Context: an optimization exercise on an open-source flow, tuned for small area, a short achievable clock period and few clock cycles. The choices shown serve that exercise and are no tape-out recipe.
The RTL was checked by simulation tests, not by an equivalence proof against the original design.
No driver is modelled on the clock port, so clocking that relies on it looks cheaper here than on a real chip.
Power figures rest on the tool's default switching activity, not on a simulated workload.

File: design.v
`timescale 1ns/1ps
`default_nettype none
module dsp_seg #(
    parameter int L = 1,
    parameter int W = 1
) (
    input  logic         clk,
    input  logic         en,
    input  logic         sel,
    input  logic [W-1:0] din,
    output logic [W-1:0] dout,
    output logic [W-1:0] last
);
    logic [W-1:0] st [L];
    always_ff @(posedge clk) begin
        if (en) begin
            st[0] <= din;
            for (int k = 1; k < L; k++) st[k] <= st[k-1];
        end
    end
    assign last = st[L-1];
    assign dout = sel ? st[L-1] : din;
endmodule
module dither_spi_top (
    input  logic SPI_CLK,
    input  logic rst,
    input  logic SPI_CS,
    input  logic SPI_MOSI,
    output logic SPI_MISO,
    output logic frame_ready
);
    localparam logic [1:0] ST_W = 2'd0, ST_H = 2'd1, ST_PIX = 2'd2, ST_OUT = 2'd3;
    logic       cs_q, mosi_q;
    logic [1:0] stg;
    logic [2:0] bc;           
    logic [6:0] sr;           
    logic [3:0] wd, hd;       
    logic [3:0] col, row;     
    logic       p1, p2, p3, p4, p5, p6, rdy, adv_q, fr, mo, nq, few;
    logic       fr_o, mo_o, fr_n, mo_n;    
    logic       f_lc, f_fc, f_lr, f_r0, f_last;    
    logic [7:0] pre;          
    logic [7:0] v;            
    logic [6:0] t1;           
    logic [3:0] t2;           
    logic [7:0] s0;           
    logic       w1, w2;       
    logic       wr_pend, wr_now, b1, b2, rbit;
    logic [7:0] wp, rp;       
    logic [1:0] fc;           
    logic       bit_take, byte_done, is_last, adv, start, bc7;
    logic [7:0] byte_in;
    assign bit_take  = !cs_q && (stg != ST_OUT);
    assign byte_done = bit_take && (bc == 3'd7);
    assign byte_in   = {sr, mosi_q};
    assign is_last   = f_last;
    assign bc7       = cs_q ? (bc == 3'd7) : (bc == 3'd6);
    assign adv       = fr && !SPI_CS && bc7;
    assign start     = ((stg == ST_PIX) && byte_done && is_last && !few) || (rdy && !wr_pend);
    always_ff @(posedge SPI_CLK) begin
        p1     <= (stg == ST_PIX) && byte_done;
        p2     <= p1;
        p3     <= p2;
        p4     <= p3;
        p5     <= p4;
        p6     <= p5;
        adv_q  <= adv;
        cs_q   <= SPI_CS;
        mosi_q <= SPI_MOSI;
        if (bit_take) sr <= byte_in[6:0];
    end
    always_ff @(posedge SPI_CLK or posedge rst) begin
        if (rst) begin
            stg   <= ST_W;
            bc    <= '0;
            rdy   <= 1'b0;
            fr    <= 1'b0;
        end else begin
            if (stg == ST_OUT && adv_q && !fr) bc <= '0;
            else if (stg != ST_OUT ? bit_take : (fr && !cs_q)) bc <= bc + 3'd1;
            if (p1 && stg == ST_OUT && few) rdy <= 1'b1;
            else if (!wr_pend) rdy <= 1'b0;
            fr    <= fr_n;
            case (stg)
                ST_W:   if (byte_done) stg <= ST_H;
                ST_H:   if (byte_done) stg <= ST_PIX;
                ST_PIX: if (byte_done && is_last) stg <= ST_OUT;
                default: if (adv_q && !fr) stg <= ST_W;
            endcase
        end
    end
    always_ff @(posedge SPI_CLK) begin
        case (stg)
            ST_W: if (byte_done) wd <= byte_in[3:0];
            ST_H: begin
                if (byte_done) hd <= byte_in[3:0];
                w1 <= (wd == 4'd1);
                w2 <= (wd == 4'd2);
            end
            default: ;
        endcase
        few <= ((wd == 4'd1) && (hd != 4'd0) && (hd <= 4'd7)) || ((wd == 4'd2) && (hd != 4'd0) && (hd <= 4'd3)) ||
               ((wd == 4'd3) && (hd != 4'd0) && (hd <= 4'd2)) || ((hd == 4'd1) && (wd != 4'd0) && (wd <= 4'd7));
        if (stg == ST_W || stg == ST_H || start) begin
            col <= 4'd1;
            row <= 4'd1;
        end else if ((p5 && stg == ST_PIX) || adv_q) begin
            if (col == wd) begin
                col <= 4'd1;
                row <= row + 4'd1;
            end else begin
                col <= col + 4'd1;
            end
        end
    end
    always_ff @(posedge SPI_CLK) begin
        f_lc   <= (col == wd);
        f_fc   <= (col == 4'd1);
        f_lr   <= (row == hd);
        f_r0   <= (row == 4'd1);
        f_last <= (col == wd) && (row == hd);
    end
    logic       n, ga, g3, g5, gf;
    logic [10:0] e7;
    logic [9:0]  e3;
    logic [10:0] e5;
    assign n  = v[7];
    assign ga = !f_lc;
    assign g5 = !f_lr;
    assign g3 = !f_lr && !f_fc;
    assign gf = !f_lr && !f_lc;
    assign e7 = {v, 3'b000} - {3'b000, v};
    assign e3 = {1'b0, v, 1'b0} + {2'b00, v};
    assign e5 = {1'b0, v, 2'b00} + {3'b000, v};
    logic [7:0]  lr [16];
    logic [3:0]  lwp, lrp;       
    logic        lw_pend, lr_pend, lw_now, lr_now, acc;
    logic [3:0]  rsel;           
    logic [7:0]  lb;
    assign lw_now = lw_pend && (lwp[1:0] == 2'd0);
    assign lr_now = |rsel;
    always_ff @(posedge SPI_CLK) begin
        for (int q = 0; q < 4; q++) begin
            lr[4*q] <= (lw_now && lwp[3:2] == q[1:0]) ? s0 : lr[(4*q+15) % 16];
            for (int k = 1; k < 4; k++) lr[4*q+k] <= lr[4*q+k-1];
        end
    end
    assign lb  = ({8{rsel[0]}} & lr[0]) | ({8{rsel[1]}} & lr[4]) | ({8{rsel[2]}} & lr[8]) |
                 ({8{rsel[3]}} & lr[12]) | ({8{p6 && w1}} & {1'b0, t1}) | ({8{p6 && w2}} & s0);
    assign acc = lr_now || (p6 && (w1 || w2));
    always_ff @(posedge SPI_CLK) begin
        if (stg == ST_W || stg == ST_H) begin
            lrp     <= 4'd2;
            lwp     <= wd;
            lw_pend <= 1'b0;
            lr_pend <= 1'b0;
            rsel    <= 4'd0;
        end else begin
            for (int j = 0; j < 4; j++)
                rsel[j] <= (p2 || lr_pend) && !w1 && !w2 && (lrp[1:0] == 2'd0) && (lrp[3:2] == j[1:0]);
            lwp <= lwp + (lw_now ? 4'd2 : 4'd1);
            lrp <= lrp + (lr_now ? 4'd2 : 4'd1);
            if (p3) lw_pend <= 1'b1;
            else if (lw_now) lw_pend <= 1'b0;
            if (p2) lr_pend <= 1'b1;
            else if (lr_now) lr_pend <= 1'b0;
        end
    end
    always_ff @(posedge SPI_CLK) begin
        if (stg == ST_W || stg == ST_H) begin
            pre <= '0;
            t2  <= '0;
        end else begin
            if (byte_done) v <= byte_in + pre;
            if (p1) begin
                v  <= v + {7'd0, n};    
                nq <= n;
            end
            if (p2) begin
                s0  <= g3 ? {2'b00, e3[9:4]} : 8'd0;
                pre <= ga ? {1'b0, e7[10:4]} : 8'd0;
            end
            if (p3) s0 <= s0 + {1'b0, t1};
            if (p4) t1 <= g5 ? e5[10:4] : 7'd0;
            if (p5) begin
                t1 <= t1 + {3'd0, t2};
                t2 <= gf ? v[7:4] : 4'd0;
            end
            if (acc && !(f_r0 && !f_lc)) pre <= pre + lb;
        end
    end
    logic [255:0] ring;
    logic [15:0]  wsel;
    logic         qa, qb, pa, pb;       
    logic [1:0]   cnt;                  
    logic         b3, fetch, rbit_i;
    always_comb begin
        wsel = '0;
        wsel[wp[7:4]] = wr_now;
    end
    always_ff @(posedge SPI_CLK) begin
        for (int q = 0; q < 16; q++) begin
            ring[16*q] <= wsel[q] ? qa : ring[(16*q+255) % 256];
            for (int k = 1; k < 16; k++) ring[16*q+k] <= ring[16*q+k-1];
        end
    end
    always_comb begin
        rbit = 1'b0;
        for (int j = 0; j < 16; j++) if (rp[7:4] == j[3:0]) rbit = ring[16*j];
    end
    assign fetch  = fr && (rp[3:0] == 4'd1) && ((cnt != 2'd3) || adv_q);
    assign wr_pend = pa;
    always_ff @(posedge SPI_CLK) begin
        logic       av, bv, ad, bd;
        logic [1:0] c;
        logic       e1, e2, e3;
        if (stg == ST_W || stg == ST_H) begin
            wp      <= 8'd0;
            rp      <= 8'd253;           
            pa      <= 1'b0;
            pb      <= 1'b0;
            wr_now  <= 1'b0;
            fc      <= 2'd0;
            cnt     <= 2'd2;
        end else begin
            av = wr_now ? pb : pa;
            ad = wr_now ? qb : qa;
            bv = wr_now ? 1'b0 : pb;
            bd = qb;
            if (p1) begin
                if (!av) begin av = 1'b1; ad = n; end
                else begin bv = 1'b1; bd = n; end
            end
            pa <= av; qa <= ad; pb <= bv; qb <= bd;
            wp <= wr_now ? wp : wp + 8'd1;
            wr_now <= av && (wr_now || (wp[3:0] == 4'd15));
            if (p1 && fc != 2'd3) fc <= fc + 2'd1;
            if (p1 && fc == 2'd1) b1 <= n;
            if (p1 && fc == 2'd2) b2 <= n;
            rp <= fetch ? rp : rp + 8'd1;
            if (fr) begin
                e1 = adv_q ? b2 : b1;
                e2 = adv_q ? b3 : b2;
                e3 = b3;
                c  = cnt - {1'b0, adv_q};
                if (fetch) begin
                    if (c == 2'd0) e1 = rbit;
                    else if (c == 2'd1) e2 = rbit;
                    else e3 = rbit;
                    c = c + 2'd1;
                end
                b1  <= e1;
                b2  <= e2;
                b3  <= e3;
                cnt <= c;
            end
        end
        mo   <= mo_n;
        mo_o <= (stg == ST_W || stg == ST_H) ? 1'b0 : mo_n;
        fr_o <= fr_n && !rst;
    end
    assign fr_n = start ? 1'b1 : (adv && is_last) ? 1'b0 : fr;
    assign mo_n = adv ? b1 : (p1 && fc == 2'd0 && stg != ST_W && stg != ST_H) ? n : mo;
    assign SPI_MISO    = mo_o;
    assign frame_ready = fr_o;
endmodule
`default_nettype wire
File: flow/run.sh
#!/bin/bash
bash standard.sh SETUP_SLACK_MARGIN=7 TNS_END_PERCENT=0 \
    BUFFER_PORTS_ARGS="-buffer_cell sky130_fd_sc_hd__buf_4" \
    CTS_ARGS="-sink_clustering_enable -repair_clock_nets -buf_list sky130_fd_sc_hd__clkbuf_16 -sink_clustering_size 30 -sink_clustering_max_diameter 80 -root_buf sky130_fd_sc_hd__clkbuf_16" \
    finish > standard.log 2>&1
File: standard.sh
#!/bin/bash
# synth_recipe.tcl (not shown) runs the flow's synth.tcl, then flattens the netlist and writes it again
# the make line also repeats each setting of config.mk as NAME=value (left out here)
make -C /OpenROAD-flow-scripts/flow DESIGN_CONFIG=/design/flow/config.mk WORK_HOME=/design/flow/orfs CLKGATE_MAP_FILE= SYNTH_SCRIPT=/design/flow/synth_recipe.tcl "${@:-finish}"
File: config.mk
export PLATFORM = sky130hd
export DESIGN_NAME = dither_spi_top
export DESIGN_NICKNAME = dither_spi_top
export VERILOG_FILES = /design/flow/design.v
export SDC_FILE = /design/flow/constraint.sdc
export NUM_CORES = 4
export LEC_CHECK = 0
export ABC_AREA = 1
export CAP_MARGIN = 20
export CORE_MARGIN = 2
export CORE_UTILIZATION = 65
export SLEW_MARGIN = 20
export SYNTH_MEMORY_MAX_BITS = 4096
File: constraint.sdc
create_clock -name core_clock -period 10.0 [get_ports {SPI_CLK}]
set_input_delay 2.0000 -clock core_clock [delete_from_list [all_inputs] [get_ports {SPI_CLK}]]
set_output_delay 2.0000 -clock core_clock [all_outputs]
set_load 0.01 [all_outputs]
==> flow_summary.ini, run 1 <==
[critical_path]
critPathLaunchType = register
critPathMaxStageDelay_ns = 0.34
cpMaxStageDelayCell = dfxtp_2
rr_worst_depth = 7
cp_cell_sequence = buf_6
crit_type = reg -> out
crit_start = fr_o$_DFF_P_
cpLargestDelayFamily = flip-flops
rr_endpoint = s0[2]$_DFFE_PP_
cp_max_fo = 1
cp.required_ns = 8.00
worstReg2RegStart = stg[0]$_DFFE_PP0P_
crit_end = frame_ready
cp.depth = 1
critPathArrivalTime_ns = 0.99
worst-path-buf-inv = 1
rrSetupSlack_ns = 7.27
end_kind = primary output

[grt]
grt-ovfl-total = 0
grt_pass1_wl_um = 46560
grt_pass1_vias = 9093
grt_max_degree = 32
antenna_found_initial = 0
grtUsageTotal = 0.2219

[yosys]
syn_avg_cell_area_um2 = 10.70
yosys.area_share.simple = 0.1259
synth_edf_count = 45
synthCells = 1520
synth_xor_area_frac = 0.01393
synthAdderAreaFrac = 0.06388
yosys_most_used_dff = dfxtp_1
synth_fp_nets = 1604
synth_top_family_by_area = simple AND/OR/NAND/NOR gates
yosysTopAreaCell = dfxtp_1
ys_types = 59
async_flop_share = 0.01370
synth_seq_cells = 511
synth-compound-area-share = 0.09282
synth_top_area_frac = 0.5652
synthTopCellsByArea = dfxtp_1 57%, edfxtp_1 8.3%, ha_1 5.8%
muxShareOfSynthArea = 0
yosysWarnings = 2
synth_area_um2 = 16260
yosysSeqAreaShare = 0.6591

[sta]
holdWs_ns = 0.3249
relSlewSlack = 0.4206
rsz0062_at_grt = yes
finalWorstPathRequiredPeriod_ns = 2.989
worst_pin_slew_ns = 0.8691
finClkSkew_ns = 0.01059
setup_viol = 0
hold_viol = 0
post-route-period-util = 0.2989
tns_ns = 0
drv_slew = 0
layout_setup_ws_ns = 7.011
max_freq_mhz = 334.5

[route]
route.detailed.drc = 0
wl_um = 28980
drt_iter0_markers = 679
dr.pass1.iters = 5
drtAntennaViolNets = 0
routedWlPerCell_um = 15.62
vias = 9882
vias_per_cell = 5.327

[placed_design]
place_ws_ns = 6.983
detailed_place.area_um2 = 16580
hpwl_um = 20190
place.gp.congestion = 0.8806
dp_cells = 1825
portBuffers = 5

[power]
leakage_nw = 7.309
finalPower_mw = 3.733
powerDensity_nw_per_um2 = 216.3
peakVddDrop_v = 0.0001703

[layout]
fin_util = 0.7056
n_antenna_cell = 0
drive_above_1_share = 0.06009
fin_nets = 1609
area_delta_synth_final_pct = 6.173
stdcell_area_um2 = 17260
final_cells = 1855
nFillCells = 1824

[run_status]
status = finished clean

[die]
initial_core_util = 0.6646
die_w_um = 162.1
ios = 6
core-area_um2 = 24460
die_h_um = 162.1
fp-row-count = 57
fp.dieArea_um2 = 26290

[clock_network]
clk_path_buf_depth = 3
worstSkewPairLatency_ns = 0.54
cts_inserted_buffers = 22
cts-htree-levels = 1
cts-root-buf = clkbuf_16
cts_setup_buffers = 0
path_clk_slew_ns = 0.10
cts_tree = built
cts.sinks = 511

[worst_hold_path]
min_path_type = reg -> reg

[job]
maxCapViolations = 0
## sequential cells by signal, indices dropped and copies added (netlist names), 4 cells and up
register	count
sr	7
lr	128
lrp	4
v	8
hd	4
col	4
t1	7
wd	4
s0	8
lwp	4
row	4
wp	8
t2	4
rp	8
ring	256
pre	8
rsel	4
## timing repair
item / 4_1_cts / 5_1_grt
setup endpoints to repair: 2 / 2
resized for setup: 4 / 0
hold buffers: 0 / 0
## power breakdown
part           internal, mW  total, mW  leakage [nW]  switching [mW]
logic                 0.155      0.449          2.78           0.294
clock network         0.435       1.05         0.333           0.610
registers              2.16       2.24          4.20          0.0792
total                  2.75       3.73          7.31           0.984
## metal layers
layer  global-route usage  up-vias  routed length, um
li1                     -     5019                  -
met1               0.3434     4632              14610
met2               0.3400      197              12520
met3              0.02451       34               1298
met4              0.04666        0                545
met5                    0        -                  0
## synthesized netlist by cell type (all sizes together) (8+ instances only)
master and count:
nor4 8, xor2 17, nor2 101, nand2 238, inv 156, nand4 15, a31oi 19, o21ai 96
ha 75, nor3 17, clkbuf 11, a21oi 97, edfxtp 45, or2 13, nand3 62, buf 15
dfxtp 459, xnor2 8
## cell families (layout without fill, tap and decap cells)
group                      after synthesis  in the layout
adders and majority gates               80             80
buffers and inverters                  182            193
and+or+nand+nor                        459            459
DFF                                    511            511
xor gates and xnor gates                25             25
AOI/OAI and AO/OA                      263            263
## cell type report
type / instances / area [um2] / share of cell area
clock buffer: 23 / 575.6 / 0.03335
clock inverter: 7 / 95.09 / 0.005509
inverter: 156 / 585.6 / 0.03393
multi-input combinational: 827 / 4821 / 0.2793
sequential: 511 / 10720 / 0.6210
tap: 324 / 405.4 / 0.02349
timing repair buffer: 7 / 60.06 / 0.003480
## how the worst min path moves through the flow
stage | startpoint | endpoint | cells after the start
global route | ring[151]$_DFF_P_ | ring[152]$_DFF_P_ | 0
detailed placement | lr[14][2]$_DFF_P_ | lr[15][2]$_DFF_P_ | 0
floorplan | lr[9][0]$_DFF_P_ | lr[10][0]$_DFF_P_ | 0
CTS | ring[43]$_DFF_P_ | ring[44]$_DFF_P_ | 0
finish | ring[7]$_DFF_P_ | ring[8]$_DFF_P_ | 0
global placement | lr[1][5]$_DFF_P_ | lr[2][5]$_DFF_P_ | 0
## placed cells by master, fill, tap and decap left out, types with 7 or more instances in the layout
master and n:
o21ai_1 7, ha_1 75, nand3_1 61, nand2_1 233, nor2_1 92, a31oi_1 19
a21oi_1 94, dfxtp_1 457, xnor2_1 7, a221oi_1 7, a22o_1 7, or2_2 11
nor4_1 7, o211ai_1 7, inv_2 14, nor3_1 13, xor2_1 17, inv_1 144
clkbuf_16 23, edfxtp_1 45, dfrtp_1 7, o21ai_0 89, nand4_1 12
## worst register-to-register path, stage by stage (launching register included)
cell     delay [ns]
dfrtp_1        0.44
inv_1          0.10
ha_1           0.26
nor2_2         0.09
buf_4          0.31
inv_2          0.14
buf_4          0.28
a21oi_1        0.74
Testbench counts, summed over its fixed seeds: cycles 219,664.
==> run 2, diff against run 1 <==
==> flow/run.sh (replaced) <==
#!/bin/bash
set -euo pipefail
VARS=(SETUP_SLACK_MARGIN=7 TNS_END_PERCENT=0
      BUFFER_PORTS_ARGS="-buffer_cell sky130_fd_sc_hd__buf_4"
      CTS_ARGS="-sink_clustering_enable -repair_clock_nets -buf_list sky130_fd_sc_hd__clkbuf_16 -sink_clustering_size 30 -sink_clustering_max_diameter 80 -root_buf sky130_fd_sc_hd__clkbuf_16")
bash standard.sh "${VARS[@]}" cts > standard_cts.log 2>&1
ODB=orfs/results/sky130hd/dither_spi_top/base/4_cts.odb openroad -exit flow/unroot.tcl > unroot.log 2>&1
bash standard.sh "${VARS[@]}" finish > standard.log 2>&1
==> flow/unroot.tcl (new file) <==
read_db $::env(ODB)
set block [ord::get_db_block]
set inst [$block findInst clkbuf_0_SPI_CLK]
if {$inst == "NULL"} {
  puts "unroot: no root buffer, layout left as it is"
  exit 0
}
set a [$inst findITerm A]
set x [$inst findITerm X]
set in_net [$a getNet]
set out_net [$x getNet]
set loads {}
foreach it [$out_net getITerms] {
  if {[[$it getInst] getName] ne [$inst getName]} { lappend loads $it }
}
puts "unroot: root buffer drives [llength $loads] pins, port net [$in_net getName] has [llength [$in_net getITerms]] pins"
if {[llength $loads] + [llength [$in_net getITerms]] - 1 > 4 || [llength [$out_net getBTerms]] > 0} {
  puts "unroot: too many loads, layout left as it is"
  exit 0
}
foreach it $loads {
  $it disconnect
  $it connect $in_net
}
$a disconnect
$x disconnect
odb::dbInst_destroy $inst
odb::dbNet_destroy $out_net
puts "unroot: port net [$in_net getName] now has [llength [$in_net getITerms]] pins"
write_db $::env(ODB)
--- a/config.mk
+++ b/config.mk
@@ -5,9 +5,11 @@
 export SDC_FILE = /design/flow/constraint.sdc
 export NUM_CORES = 4
 export LEC_CHECK = 0
-export ABC_AREA = 1
 export CAP_MARGIN = 20
 export CORE_MARGIN = 2
 export CORE_UTILIZATION = 65
+export CTS_BUF_LIST = sky130_fd_sc_hd__clkbuf_8
+export CTS_CLUSTER_DIAMETER = 60
+export CTS_CLUSTER_SIZE = 20
 export SLEW_MARGIN = 20
 export SYNTH_MEMORY_MAX_BITS = 4096
==> flow_summary.ini, run 2 <==
[run_status]
status = finished clean

[yosys]
yosysWarnings = 2
synthTopCellsByArea = dfxtp_1 57%, edfxtp_1 8.4%, ha_1 5.9%
async_flop_share = 0.01370
synth_top_area_frac = 0.5740
ys_types = 62
synth_fp_nets = 1348
synth_area_um2 = 16010
synth_seq_cells = 511
synth.most_common_cell = dfxtp_1
syn_avg_cell_area_um2 = 12.66
yosysSeqAreaShare = 0.6694
synthCells = 1264
yosys-top-cells-count = 459 x dfxtp_1, 75 x ha_1, 73 x nand2_1, 68 x nor2_1, 54 x inv_1
yosysTopAreaCell = dfxtp_1
yosys_most_used_dff = dfxtp_1
synth_edf_count = 45

[sta]
drv_slew = 0
hold_viol = 0
finClkSkew_ns = 0.01555
holdWs_ns = 0.3203
layout_setup_ws_ns = 7.141
tns_ns = 0
finalWorstPathRequiredPeriod_ns = 2.859
worst_pin_slew_ns = 1.012
max_freq_mhz = 349.8
rsz0062_at_grt = no
relSlewSlack = 0.3229
post-route-period-util = 0.2859
setup_viol = 0

[die]
fp-row-count = 57
die_w_um = 160.9
die_h_um = 160.9
core-area_um2 = 24250
ios = 6
initial_core_util = 0.6602
fp.dieArea_um2 = 25900

[clock_network]
cts.sinks = 511
cts-root-buf = clkbuf_16
path_clk_slew_ns = 0.11
clk_path_buf_depth = 3
cts_inserted_buffers = 21
cts_tree = built
cts-htree-levels = 1
worstSkewPairLatency_ns = 0.42

[power]
internal-power_mw = 2.695
swShare = 0.2546
p_switching_uw = 920.7
powerDensity_nw_per_um2 = 213.8
peakVddDrop_v = 0.0001693
comb_power_share = 0.111
leakage_nw = 6.794
clockPowerShare = 0.267
finalPower_mw = 3.616
sequentialPowerShare = 0.622

[route]
vias = 8540
route.detailed.drc = 0
dr.pass1.iters = 5
wl_um = 27130
drtAntennaViolNets = 0
vias_per_cell = 5.364
routedWlPerCell_um = 17.04
drt_iter0_markers = 587

[worst_hold_path]
min_path_type = reg -> reg

[critical_path]
cp_max_fo = 1
end_kind = primary output
cpLargestDelayFamily = flip-flops
critPathArrivalTime_ns = 0.86
critPathMaxStageDelay_ns = 0.33
crit_type = reg -> out
cp.required_ns = 8.00
cp_cell_sequence = buf_6
critPathLaunchType = register
cpMaxStageDelayCell = dfxtp_2
worst-path-buf-inv = 1

[placed_design]
hpwl_um = 18530
place_ws_ns = 6.969
place.gp.congestion = 0.8385
detailed_place.area_um2 = 16320
dp_cells = 1561
portBuffers = 5

[grt]
grt_max_degree = 47
grtUsageTotal = 0.2113
grt_pass1_vias = 8418
grt-ovfl-total = 0
antenna_found_initial = 0
grt_pass1_wl_um = 43570

[job]
maxCapViolations = 0

[layout]
drive_above_1_share = 0.07808
final_cells = 1592
final_common_cell = dfxtp_1
fin_nets = 1346
top_regs = ring x256, lr x128
largest_register_ffs = 256
n_antenna_cell = 0
fin_util = 0.6975
regMostFlops = ring
stdcell_area_um2 = 16910
area_delta_synth_final_pct = 5.659
layout_common_cells = 458 x dfxtp_1, 75 x ha_1, 73 x nand2_1
[run 2: cell count changes in the layout (fill, tap and decap cells not counted), moves of 14 or more]
cell / change
a21oi_1: -53
a22oi_1: +16
inv_1: -86
inv_2: -14
mux2_2: +49
mux2i_1: +14
nand2_1: -160
nand3_1: -24
nor2_1: -24
o21ai_0: -58
xnor2_1: +31
xor2_1: +24
[run 2: metal layers]
| metal | vias to the layer above | wire length [um] | GRT usage |
|---|---|---|---|
| met5 | - | 0 | 0 |
| met4 | 0 | 724 | 0.05844 |
| met3 | 38 | 782 | 0.02169 |
| met2 | 106 | 12710 | 0.3591 |
| met1 | 4085 | 12910 | 0.2914 |
| li1 | 4311 | - | - |
[run 2: kinds of logic after synthesis]
| family | Yosys count | share of synthesized area |
|---|---|---|
| adder cells (fa/ha/maj) | 80 | 0.06487 |
| XOR/XNOR | 79 | 0.04322 |
| flip-flops | 511 | 0.6694 |
| buffers and inverters | 88 | 0.02134 |
| multiplexers | 67 | 0.04885 |
| AND/OR/NAND/NOR | 273 | 0.08402 |
| AO/OA/AOI/OAI | 166 | 0.06831 |
[run 2: power by group through the flow]
| stage | sequential, mW | clock, mW | combinational [mW] |
|---|---|---|---|
| global route | 2.27 | 1.05 | 0.452 |
| floorplan | 2.25 | 0 | 0.336 |
| CTS | 2.25 | 1.01 | 0.401 |
| detailed placement | 2.30 | 0 | 0.397 |
| global placement | 2.29 | 0 | 0.389 |
| finish | 2.25 | 0.966 | 0.401 |
[run 2: path summary, 6_finish.rpt]
| path | slack (ns) | to | from | cells after the start |
|---|---|---|---|---|
| min in group asynchronous | 1.52 | bc[1]$_DFFE_PP0P_ | rst | 2 |
| min reg2reg | 0.32 | lr[7][3]$_DFF_P_ | lr[6][3]$_DFF_P_ | 0 |
| max reg2reg | 7.30 | pre[6]$_SDFFE_PN0P_ | w2$_DFFE_PP_ | 11 |
| max | 7.14 | SPI_MISO | mo_o$_SDFF_PN0_ | 1 |
| min | 0.32 | lr[7][3]$_DFF_P_ | lr[6][3]$_DFF_P_ | 0 |
| max in group asynchronous | 8.23 | bc[0]$_DFFE_PP0P_ | rst | 2 |
[run 2: final cells by class]
type	instances	area [um2]
Clock inverter	8	58.81
Fill cell	1727	7335
Timing Repair Buffer	9	75.07
Clock buffer	20	500.5
Sequential cell	511	10720
Inverter	55	206.4
Multi-Input combinational cell	665	4951
Tap cell	324	405.4
[run 2: repair_timing]
action	CTS	global route
hold endpoints to repair	0	0
setup endpoints to repair	2	1
hold buffers	0	0
setup buffers	0	3
resized for setup	3	0
==> run 3, diff against run 2 <==
==> flow/run.sh (replaced) <==
#!/bin/bash
set -euo pipefail
VARS=(SETUP_SLACK_MARGIN=7 TNS_END_PERCENT=0
      BUFFER_PORTS_ARGS="-buffer_cell sky130_fd_sc_hd__buf_4"
      CTS_ARGS="-sink_clustering_enable -repair_clock_nets -buf_list sky130_fd_sc_hd__clkbuf_8 -sink_clustering_size 20 -sink_clustering_max_diameter 60 -root_buf sky130_fd_sc_hd__clkbuf_16")
bash standard.sh "${VARS[@]}" cts > standard_cts.log 2>&1
ODB=orfs/results/sky130hd/dither_spi_top/base/4_cts.odb openroad -exit flow/unroot.tcl > unroot.log 2>&1
ODB=orfs/results/sky130hd/dither_spi_top/base/4_cts.odb openroad -exit flow/split.tcl > split.log 2>&1
bash standard.sh "${VARS[@]}" finish > standard.log 2>&1
==> flow/split.tcl (new file) <==
read_db $::env(ODB)
set block [ord::get_db_block]
set port_net [$block findNet SPI_CLK]
set master [[ord::get_db] findMaster sky130_fd_sc_hd__clkbuf_16]
set firsts {}
foreach it [$port_net getITerms] { lappend firsts [$it getInst] }
if {[llength $firsts] != 2} {
  puts "split: port drives [llength $firsts] pins, layout left as it is"
  exit 0
}
set n 0
foreach b $firsts {
  set out [[$b findITerm X] getNet]
  set loads {}
  foreach it [$out getITerms] {
    if {[[$it getInst] getName] ne [$b getName]} { lappend loads $it }
  }
  if {[llength $loads] < 4} { continue }
  # split along the wider side of the loads' spread
  set xs {}; set ys {}
  foreach it $loads { lassign [[$it getInst] getLocation] x y; lappend xs $x; lappend ys $y }
  set dx [expr {[tcl::mathfunc::max {*}$xs] - [tcl::mathfunc::min {*}$xs]}]
  set dy [expr {[tcl::mathfunc::max {*}$ys] - [tcl::mathfunc::min {*}$ys]}]
  set keyed {}
  foreach it $loads x $xs y $ys { lappend keyed [list [expr {$dx >= $dy ? $x : $y}] $it $x $y] }
  set keyed [lsort -integer -index 0 $keyed]
  set half [expr {[llength $keyed] / 2}]
  set grp1 [lrange $keyed 0 [expr {$half - 1}]]
  set grp2 [lrange $keyed $half end]
  incr n
  set nn [odb::dbNet_create $block "clknet_split_$n"]
  $nn setSigType CLOCK
  set c [odb::dbInst_create $block $master "clkbuf_split_$n"]
  set sx 0; set sy 0
  foreach k $grp2 { set sx [expr {$sx + [lindex $k 2]}]; set sy [expr {$sy + [lindex $k 3]}] }
  $c setLocation [expr {$sx / [llength $grp2]}] [expr {$sy / [llength $grp2]}]
  $c setPlacementStatus PLACED
  [$c findITerm A] connect $port_net
  [$c findITerm X] connect $nn
  foreach k $grp2 { set it [lindex $k 1]; $it disconnect; $it connect $nn }
  # the original moves to the centre of the half it keeps
  set sx 0; set sy 0
  foreach k $grp1 { set sx [expr {$sx + [lindex $k 2]}]; set sy [expr {$sy + [lindex $k 3]}] }
  $b setLocation [expr {$sx / [llength $grp1]}] [expr {$sy / [llength $grp1]}]
  puts "split: [$b getName] keeps [llength $grp1] loads, clkbuf_split_$n takes [llength $grp2]"
}
global_connect
detailed_placement
check_placement
puts "split: port net now has [llength [$port_net getITerms]] pins"
write_db $::env(ODB)
==> flow_summary.ini, run 3 <==
[critical_path]
critPathMaxStageDelay_ns = 0.32
rr_worst_depth = 11
critPathLaunchType = register
cp_cell_sequence = buf_4
cpLargestDelayFamily = flip-flops
end_kind = primary output
cp_max_fo = 1
critPathArrivalTime_ns = 0.80
cp.required_ns = 8.00
cp.depth = 1
cpMaxStageDelayCell = dfxtp_1
crit_type = reg -> out
worst-path-buf-inv = 1

[clock_network]
hold_buffers = 0
worstSkewPairLatency_ns = 0.35
cts_inserted_buffers = 35
path_clk_slew_ns = 0.12
cts.sinks = 511
clk_path_buf_depth = 3
cts-root-buf = clkbuf_16
cts-htree-levels = 2
cts_tree = built

[layout]
drive_above_1_share = 0.09239
multi_input_area_um2 = 4951
fin_nets = 1360
regMostFlops = ring
ff_latch_area_um2 = 10720
area_delta_synth_final_pct = 6.214
layout_common_cells = 459 x dfxtp_1, 75 x ha_1, 73 x nand2_1
final_common_cell = dfxtp_1
nFillCells = 1714
top_regs = ring x256, lr x128
largest_register_ffs = 256
n_antenna_cell = 0

[yosys]
yosys_most_used_dff = dfxtp_1
yosys-top-cells-count = 459 x dfxtp_1, 75 x ha_1, 73 x nand2_1, 68 x nor2_1, 54 x inv_1
yosys.area_share.simple = 0.08402
synth_fp_nets = 1348
synthTopCellsByArea = dfxtp_1 57%, edfxtp_1 8.4%, ha_1 5.9%
synth.most_common_cell = dfxtp_1
synthAdderAreaFrac = 0.06487
synth_seq_cells = 511
synth-compound-area-share = 0.06831
synth_top_area_frac = 0.5740
yosysWarnings = 2
yosysSeqAreaShare = 0.6694
synth_area_um2 = 16010
ys_types = 62
yosysTopAreaCell = dfxtp_1
synth_edf_count = 45
muxShareOfSynthArea = 0.04885
synth_top_family_by_area = simple AND/OR/NAND/NOR gates
synthCells = 1264
async_flop_share = 0.01370
syn_avg_cell_area_um2 = 12.66
synth_xor_area_frac = 0.04322

[grt]
grt-ovfl-total = 0
antenna_found_initial = 0
grt_pass1_wl_um = 43750
grt_pass1_vias = 8542
grt_max_degree = 47
grtUsageTotal = 0.2125

[sta]
relSlewSlack = 0.3250
layout_setup_ws_ns = 7.198
rsz0062_at_grt = no
finClkSkew_ns = 0.02473
max_freq_mhz = 356.9
tns_ns = 0
drv_slew = 0
finalWorstPathRequiredPeriod_ns = 2.802
setup_viol = 0
worst_pin_slew_ns = 1.009
hold_viol = 0
post-route-period-util = 0.2802

[run_status]
status = finished clean

[die]
fp.dieArea_um2 = 25900
ios = 6
die_w_um = 160.9
initial_core_util = 0.6602
die_h_um = 160.9
core-area_um2 = 24250
fp-row-count = 57

[placed_design]
place.gp.congestion = 0.8385
portBuffers = 5
place_ws_ns = 6.969
hpwl_um = 18530

[power]
leakage_nw = 6.832
powerDensity_nw_per_um2 = 214.1
peakVddDrop_v = 0.0001959

[route]
route.detailed.drc = 0
vias = 8642
vias_per_cell = 5.361
wl_um = 26810
dr.pass1.iters = 5
routedWlPerCell_um = 16.63
drt_iter0_markers = 611
drtAntennaViolNets = 0

[worst_hold_path]
min_path_type = reg -> reg
holdPathStages = 0

[job]
maxCapViolations = 0
-- run 3: what timing repair did --
action,CTS,global route
setup buffers,0,3
setup endpoints to repair,0,1
resized for setup,0,0
-- run 3: path summary, 6_finish.rpt --
kind,end,slack (ns),start
setup / recovery,SPI_MISO,7.20,mo_o$_SDFF_PN0_
min in group asynchronous,bc[1]$_DFFE_PP0P_,1.58,rst
hold reg to reg,ring[149]$_DFF_P_,0.32,ring[148]$_DFF_P_
setup reg to reg,pre[6]$_SDFFE_PN0P_,7.32,w2$_DFFE_PP_
max in group asynchronous,bc[0]$_DFFE_PP0P_,8.17,rst
hold / removal,ring[149]$_DFF_P_,0.32,ring[148]$_DFF_P_
-- run 3: cell families after synthesis --
| kind of cell | count (synthesis) |
|---|---|
| adder cells (fa/ha/maj) | 80 |
| flip-flops | 511 |
| AND/OR/NAND/NOR | 273 |
| AO/OA/AOI/OAI | 166 |
| buffers and inverters | 88 |
| XOR/XNOR | 79 |
| multiplexers | 67 |
-- run 3: final cells by class --
cell class                 instances  share of cell area
clock buffer                      34             0.03017
clock inverter                    14            0.008463
multi-input combinational        665              0.2912
sequential                       511              0.6302
inverter                          55             0.01214
timing repair buffer               9            0.003974
tap                              324             0.02384
-- run 3: per-stage QoR --
stage,power [mW],std cells,cell area [um2],hold slack (ns),utilization
2_1_floorplan,2.583,1264,16010,0.3096,-
3_3_place_gp,2.683,1561,16320,0.3101,0.6732
3_5_place_dp,2.694,1561,16320,0.3121,0.6732
4_1_cts,3.711,1610,17010,0.3257,0.7013
5_1_grt,3.814,1612,17000,0.3274,0.7012
6_report,3.639,1612,17000,0.3242,0.7012
-- run 3: power breakdown --
| part | leakage, nW | total [mW] | internal, mW | switching [mW] |
|---|---|---|---|---|
| logic | 2.29 | 0.400 | 0.165 | 0.235 |
| clock network | 0.331 | 0.990 | 0.376 | 0.614 |
| registers | 4.21 | 2.25 | 2.15 | 0.0970 |
-- run 3: layer usage --
layer / up-vias / global-route usage / part of all wire
li1: 4336 / - / -
met1: 4144 / 0.2859 / 0.47
met2: 124 / 0.3580 / 0.47
met3: 38 / 0.03073 / 0.035
met4: 0 / 0.06859 / 0.024
met5: - / 0 / 0
==> run 4, diff against run 3 <==
==> flow/run.sh (replaced) <==
#!/bin/bash
set -euo pipefail
VARS=(SETUP_SLACK_MARGIN=7 TNS_END_PERCENT=0
      BUFFER_PORTS_ARGS="-buffer_cell sky130_fd_sc_hd__buf_4"
      CTS_ARGS="-sink_clustering_enable -repair_clock_nets -buf_list sky130_fd_sc_hd__clkbuf_16 -sink_clustering_size 24 -sink_clustering_max_diameter 100 -root_buf sky130_fd_sc_hd__clkbuf_16")
bash standard.sh "${VARS[@]}" cts > standard_cts.log 2>&1
ODB=orfs/results/sky130hd/dither_spi_top/base/4_cts.odb openroad -exit flow/unroot.tcl > unroot.log 2>&1
ODB=orfs/results/sky130hd/dither_spi_top/base/4_cts.odb openroad -exit flow/split.tcl > split.log 2>&1
bash standard.sh "${VARS[@]}" finish > standard.log 2>&1
==> flow_summary.ini, run 4 <==
[run_status]
status = finished clean

[power]
finalPower_mw = 3.739
clockPowerShare = 0.291
leakage_nw = 6.885
p_switching_uw = 935.7
peakVddDrop_v = 0.0002101
sequentialPowerShare = 0.602
comb_power_share = 0.107
internal-power_mw = 2.803
swShare = 0.2503
powerDensity_nw_per_um2 = 219.0

[placed_design]
portBuffers = 5
place.gp.congestion = 0.8385
detailed_place.area_um2 = 16320
place_ws_ns = 6.969
hpwl_um = 18530

[layout]
layout_common_cells = 458 x dfxtp_1, 75 x ha_1, 73 x nand2_1
n_antenna_cell = 0
stdcell_area_um2 = 17080
nFillCells = 1695
largest_register_ffs = 256
drive_above_1_share = 0.08072
top_regs = ring x256, lr x128
final_common_cell = dfxtp_1
regMostFlops = ring
area_delta_synth_final_pct = 6.667
fin_nets = 1352

[route]
route.detailed.drc = 0
vias = 8590
drtAntennaViolNets = 0
drt_iter0_markers = 573
wl_um = 27500
routedWlPerCell_um = 17.19
highest_layer = met4
wl_met1_um = 13140
route.met3.wl_um = 760
vias_per_cell = 5.369
dr.pass1.iters = 5
wl_met2_um = 13030

[critical_path]
end_kind = primary output
cp_cell_sequence = buf_6
crit_type = reg -> out
rr_endpoint = pre[6]$_SDFFE_PN0P_
cp.required_ns = 8.00
critPathLaunchType = register
rr_worst_depth = 11
rrSetupSlack_ns = 7.31
critPathMaxStageDelay_ns = 0.33
worst-path-buf-inv = 1
critPathArrivalTime_ns = 0.79
cpLargestDelayFamily = flip-flops
cp_max_fo = 1
worstReg2RegStart = w2$_DFFE_PP_
cpMaxStageDelayCell = dfxtp_2

[yosys]
async_flop_share = 0.01370
synthCells = 1264
yosysTopAreaCell = dfxtp_1
synth_seq_cells = 511
synth_edf_count = 45
synthTopCellsByArea = dfxtp_1 57%, edfxtp_1 8.4%, ha_1 5.9%
ys_types = 62
yosys-top-cells-count = 459 x dfxtp_1, 75 x ha_1, 73 x nand2_1, 68 x nor2_1, 54 x inv_1
yosysWarnings = 2
synth_area_um2 = 16010
synth.most_common_cell = dfxtp_1
yosysSeqAreaShare = 0.6694
synth_fp_nets = 1348
synth_top_area_frac = 0.5740
syn_avg_cell_area_um2 = 12.66
yosys_most_used_dff = dfxtp_1

[sta]
rsz0062_at_grt = no
finalWorstPathRequiredPeriod_ns = 2.787
worst_pin_slew_ns = 1.028
layout_setup_ws_ns = 7.213
max_freq_mhz = 358.8
setup_viol = 0
finClkSkew_ns = 0.05221
holdWs_ns = 0.2805
post-route-period-util = 0.2787
tns_ns = 0
drv_slew = 0
relSlewSlack = 0.3121
hold_viol = 0

[die]
die_w_um = 160.9
ios = 6
initial_core_util = 0.6602
fp-row-count = 57
fp.dieArea_um2 = 25900
core-area_um2 = 24250
die_h_um = 160.9

[clock_network]
cts_tree = built
worstSkewPairLatency_ns = 0.37
cts-root-buf = clkbuf_16
hold_buffers = 0
cts-htree-levels = 1
clk_path_buf_depth = 3
path_clk_slew_ns = 0.10
cts_inserted_buffers = 25
cts.sinks = 511

[grt]
grt_max_degree = 47
grt_pass1_wl_um = 44530
antenna_found_initial = 0
grtUsageTotal = 0.2166
grt_pass1_vias = 8523
grt-ovfl-total = 0

[worst_hold_path]
min_to = lr[15][1]$_DFF_P_
min_from = lr[14][1]$_DFF_P_
min_path_type = reg -> reg
holdPathStages = 0

[job]
maxCapViolations = 0
-- run 4: cell counts after synthesis --
Identical to the previous run, type by type.
-- run 4: power by group through the flow --
stage / registers (mW) / clock network [mW] / logic [mW]
after CTS: 2.25 / 1.10 / 0.402
after detailed placement: 2.30 / 0 / 0.397
after global placement: 2.29 / 0 / 0.389
after global routing: 2.26 / 1.18 / 0.452
after floorplan: 2.25 / 0 / 0.336
final: 2.25 / 1.09 / 0.401
-- run 4: worst max-delay path by stage --
stage / cells after the start / startpoint / slack (ns) / end
2_1_floorplan: 4 / SPI_CS / 7.22 / fr_o$_DFF_P_
3_3_place_gp: 5 / SPI_CS / 7.03 / fr_o$_DFF_P_
3_5_place_dp: 5 / SPI_CS / 6.97 / fr_o$_DFF_P_
4_1_cts: 1 / mo_o$_SDFF_PN0_ / 6.98 / SPI_MISO
5_1_grt: 8 / v[6]$_DFFE_PP_ / 7.11 / s0[4]$_DFFE_PP_
6_report: 1 / mo_o$_SDFF_PN0_ / 7.21 / SPI_MISO
-- run 4: cell type report --
cell class	instances	area (um2)	area share
clock buffer	24	600.6	0.03517
sequential	511	10720	0.6276
tap	324	405.4	0.02374
buffer	2	50.05	0.002931
multi-input combinational	665	4951	0.2900
timing repair buffer	9	75.07	0.004397
inverter	55	206.4	0.01209
clock inverter	10	70.07	0.004103
-- run 4: layer usage --
metal	vias to the layer above	global-route usage
met5	-	0
met4	0	0.06250
met3	36	0.02402
met2	110	0.3683
met1	4125	0.2962
li1	4319	-
-- run 4: per-stage QoR --
stage / util / instances
after global routing: 0.7042 / 1600
after CTS: 0.7022 / 1596
after detailed placement: 0.6732 / 1561
final: 0.7042 / 1600
after floorplan: - / 1264
after global placement: 0.6732 / 1561
-- run 4: kinds of logic after synthesis --
kind of cell	after synthesis	synth area share
flip-flops	511	0.6694
adder cells (fa/ha/maj)	80	0.06487
buffers and inverters	88	0.02134
XOR/XNOR	79	0.04322
multiplexers	67	0.04885
AO/OA/AOI/OAI	166	0.06831
AND/OR/NAND/NOR	273	0.08402
-- run 4: repair_timing --
action,in CTS,in global routing
setup endpoints to repair,2,1
setup buffers,0,3
gates resized for setup,3,0
==> run 5, diff against run 4 <==
==> flow/run.sh (replaced) <==
#!/bin/bash
set -euo pipefail
VARS=(SETUP_SLACK_MARGIN=7 TNS_END_PERCENT=0
      BUFFER_PORTS_ARGS="-buffer_cell sky130_fd_sc_hd__buf_4"
      CTS_ARGS="-sink_clustering_enable -repair_clock_nets -buf_list sky130_fd_sc_hd__clkbuf_16 -sink_clustering_size 30 -sink_clustering_max_diameter 80 -root_buf sky130_fd_sc_hd__clkbuf_16")
bash standard.sh "${VARS[@]}" cts > standard_cts.log 2>&1
ODB=orfs/results/sky130hd/dither_spi_top/base/4_cts.odb openroad -exit flow/unroot.tcl > unroot.log 2>&1
ODB=orfs/results/sky130hd/dither_spi_top/base/4_cts.odb openroad -exit flow/split.tcl > split.log 2>&1
bash standard.sh "${VARS[@]}" finish > standard.log 2>&1
==> flow_summary.ini, run 5 <==
[die]
die_w_um = 160.9
ios = 6
core-area_um2 = 24250
initial_core_util = 0.6602
fp-row-count = 57
fp.dieArea_um2 = 25900
die_h_um = 160.9

[layout]
largest_register_ffs = 256
area_delta_synth_final_pct = 5.972
multi_input_area_um2 = 4951
nFillCells = 1722
ff_latch_area_um2 = 10720
fin_nets = 1348
final_cells = 1594
drive_above_1_share = 0.07953
regMostFlops = ring
stdcell_area_um2 = 16960
n_antenna_cell = 0
top_regs = ring x256, lr x128
final_common_cell = dfxtp_1
layout_common_cells = 458 x dfxtp_1, 75 x ha_1, 73 x nand2_1

[yosys]
synthCells = 1264
yosys-top-cells-count = 459 x dfxtp_1, 75 x ha_1, 73 x nand2_1, 68 x nor2_1, 54 x inv_1
yosysSeqAreaShare = 0.6694
synth.most_common_cell = dfxtp_1
synth_seq_cells = 511
async_flop_share = 0.01370
synth_area_um2 = 16010
yosysWarnings = 2
syn_avg_cell_area_um2 = 12.66
synth_edf_count = 45
yosys_most_used_dff = dfxtp_1
ys_types = 62
synth_top_area_frac = 0.5740
synthTopCellsByArea = dfxtp_1 57%, edfxtp_1 8.4%, ha_1 5.9%
yosysTopAreaCell = dfxtp_1
synth_fp_nets = 1348

[placed_design]
place_ws_ns = 6.969
hpwl_um = 18530
detailed_place.area_um2 = 16320
dp_cells = 1561
place.gp.congestion = 0.8385
portBuffers = 5

[sta]
rsz0062_at_grt = no
relSlewSlack = 0.3297
tns_ns = 0
worst_pin_slew_ns = 1.002
post-route-period-util = 0.2802
hold_viol = 0
drv_slew = 0
holdWs_ns = 0.2922
max_freq_mhz = 356.9
setup_viol = 0
finClkSkew_ns = 0.04914
finalWorstPathRequiredPeriod_ns = 2.802
layout_setup_ws_ns = 7.198

[grt]
antenna_found_initial = 0
grtUsageTotal = 0.2130
grt_pass1_vias = 8460
grt-ovfl-total = 0
grt_pass1_wl_um = 43650
grt_max_degree = 47

[critical_path]
worst-path-buf-inv = 1
critPathArrivalTime_ns = 0.80
end_kind = primary output
critPathMaxStageDelay_ns = 0.33
rr_worst_depth = 11
cp_cell_sequence = buf_6
crit_type = reg -> out
worstReg2RegStart = w2$_DFFE_PP_
cpLargestDelayFamily = flip-flops
cp.required_ns = 8.00
crit_start = mo_o$_SDFF_PN0_
cp.depth = 1
cpMaxStageDelayCell = dfxtp_2
cp_max_fo = 1
critPathLaunchType = register

[route]
dr.pass1.iters = 5
route.detailed.drc = 0
drt_iter0_markers = 649
drtAntennaViolNets = 0
vias_per_cell = 5.382
routedWlPerCell_um = 17.04
wl_um = 27160
vias = 8579

[worst_hold_path]
holdPathStages = 0
min_from = ring[141]$_DFF_P_
min_path_type = reg -> reg

[clock_network]
cts-root-buf = clkbuf_16
cts.sinks = 511
cts_inserted_buffers = 21
cts_tree = built
worstSkewPairLatency_ns = 0.36
clk_path_buf_depth = 3
path_clk_slew_ns = 0.11
cts-htree-levels = 1

[power]
leakage_nw = 6.818
peakVddDrop_v = 0.0001697
powerDensity_nw_per_um2 = 215.1

[job]
maxCapViolations = 0

[run_status]
status = finished clean
-- run 5: cells by family (layout without fill, tap and decap cells) --
group                      Yosys count  count (layout)  synth area share
buffers and inverters               88              94           0.02134
xor gates and xnor gates            79              79           0.04322
adders and majority gates           80              80           0.06487
DFF                                511             511            0.6694
AOI/OAI and AO/OA                  166             166           0.06831
muxes                               67              67           0.04885
and+or+nand+nor                    273             273           0.08402
-- run 5: what timing repair did --
item | CTS | global route
pin swaps | 0 | 0
gates resized for setup | 3 | 0
buffers inserted | 0 | 3
setup endpoints to repair | 2 | 1
hold buffers | 0 | 0
-- run 5: final cells by class --
type,count,area share
clock inverter,8,0.003467
sequential,511,0.6317
multi-input combinational,665,0.2919
inverter,55,0.01217
timing repair buffer,9,0.004425
clock buffer,20,0.02950
tap,324,0.02390
buffer,2,0.002950
-- run 5: final timing paths --
kind                                  endpoint  slack [ns]
hold / removal               ring[142]$_DFF_P_        0.29
min in group asynchronous    bc[1]$_DFFE_PP0P_        1.58
hold reg to reg              ring[142]$_DFF_P_        0.29
setup / recovery                      SPI_MISO        7.20
max in group asynchronous    bc[0]$_DFFE_PP0P_        8.18
setup reg to reg           pre[6]$_SDFFE_PN0P_        7.29
-- run 5: power by group --
group	switching, mW	internal (mW)
clock network	0.586	0.414
logic	0.234	0.166
registers	0.0962	2.15
-- run 5: layer usage --
metal | vias to the layer above | wire length [um] | GRT usage
met3 | 42 | 738 | 0.02144
met1 | 4103 | 12890 | 0.2910
met2 | 116 | 12720 | 0.3588
met5 | - | 0 | 0
li1 | 4318 | - | -
met4 | 0 | 811 | 0.07305
-- run 5: per-stage QoR --
step / utilization / power, mW
after global routing: 0.6996 / 3.804
after global placement: 0.6732 / 2.683
after detailed placement: 0.6732 / 2.694
final: 0.6996 / 3.649
after floorplan: - / 2.583
after CTS: 0.6976 / 3.666

==> static timing again, ports no longer ideal <==
In the flow no input, the clock included, has a driving cell. The finished layouts below were timed again as built, in two steps.
Step 1, drivers: a clkbuf_16 drives SPI_CLK and a buf_2 each remaining input, both assumed.
Step 2 times the ports against the registers' clock, not the clock port: input delays grow and output delays shrink by t, the midpoint of the rising clock arrivals with the driver on.
Three values: ideal ports, drivers, drivers and shift; two values: the first two.
| run | t (ns) | setup WS [ns] | slew at the worst register clock pin (ns) | worst slew at a driven data input, ns |
|---|---|---|---|---|
| run 1 | 0.585 | 7.011 / 6.964 / 6.975 | 0.11 / 0.11 | 0.03 |
| run 2 | 0.474 | 7.141 / 7.077 / 6.963 | 0.12 / 0.12 | 0.03 |
| run 3 | 0.440 | 7.198 / 7.100 / 6.964 | 0.12 / 0.12 | 0.03 |
| run 4 | 0.445 | 7.213 / 7.113 / 6.969 | 0.10 / 0.10 | 0.03 |
| run 5 | 0.435 | 7.198 / 7.101 / 6.986 | 0.12 / 0.12 | 0.03 |
After both steps every run listed still meets setup and hold. The setup slack of run 4, which loses most, moves by -0.100 ns with the drivers and by -0.244 ns with both steps.
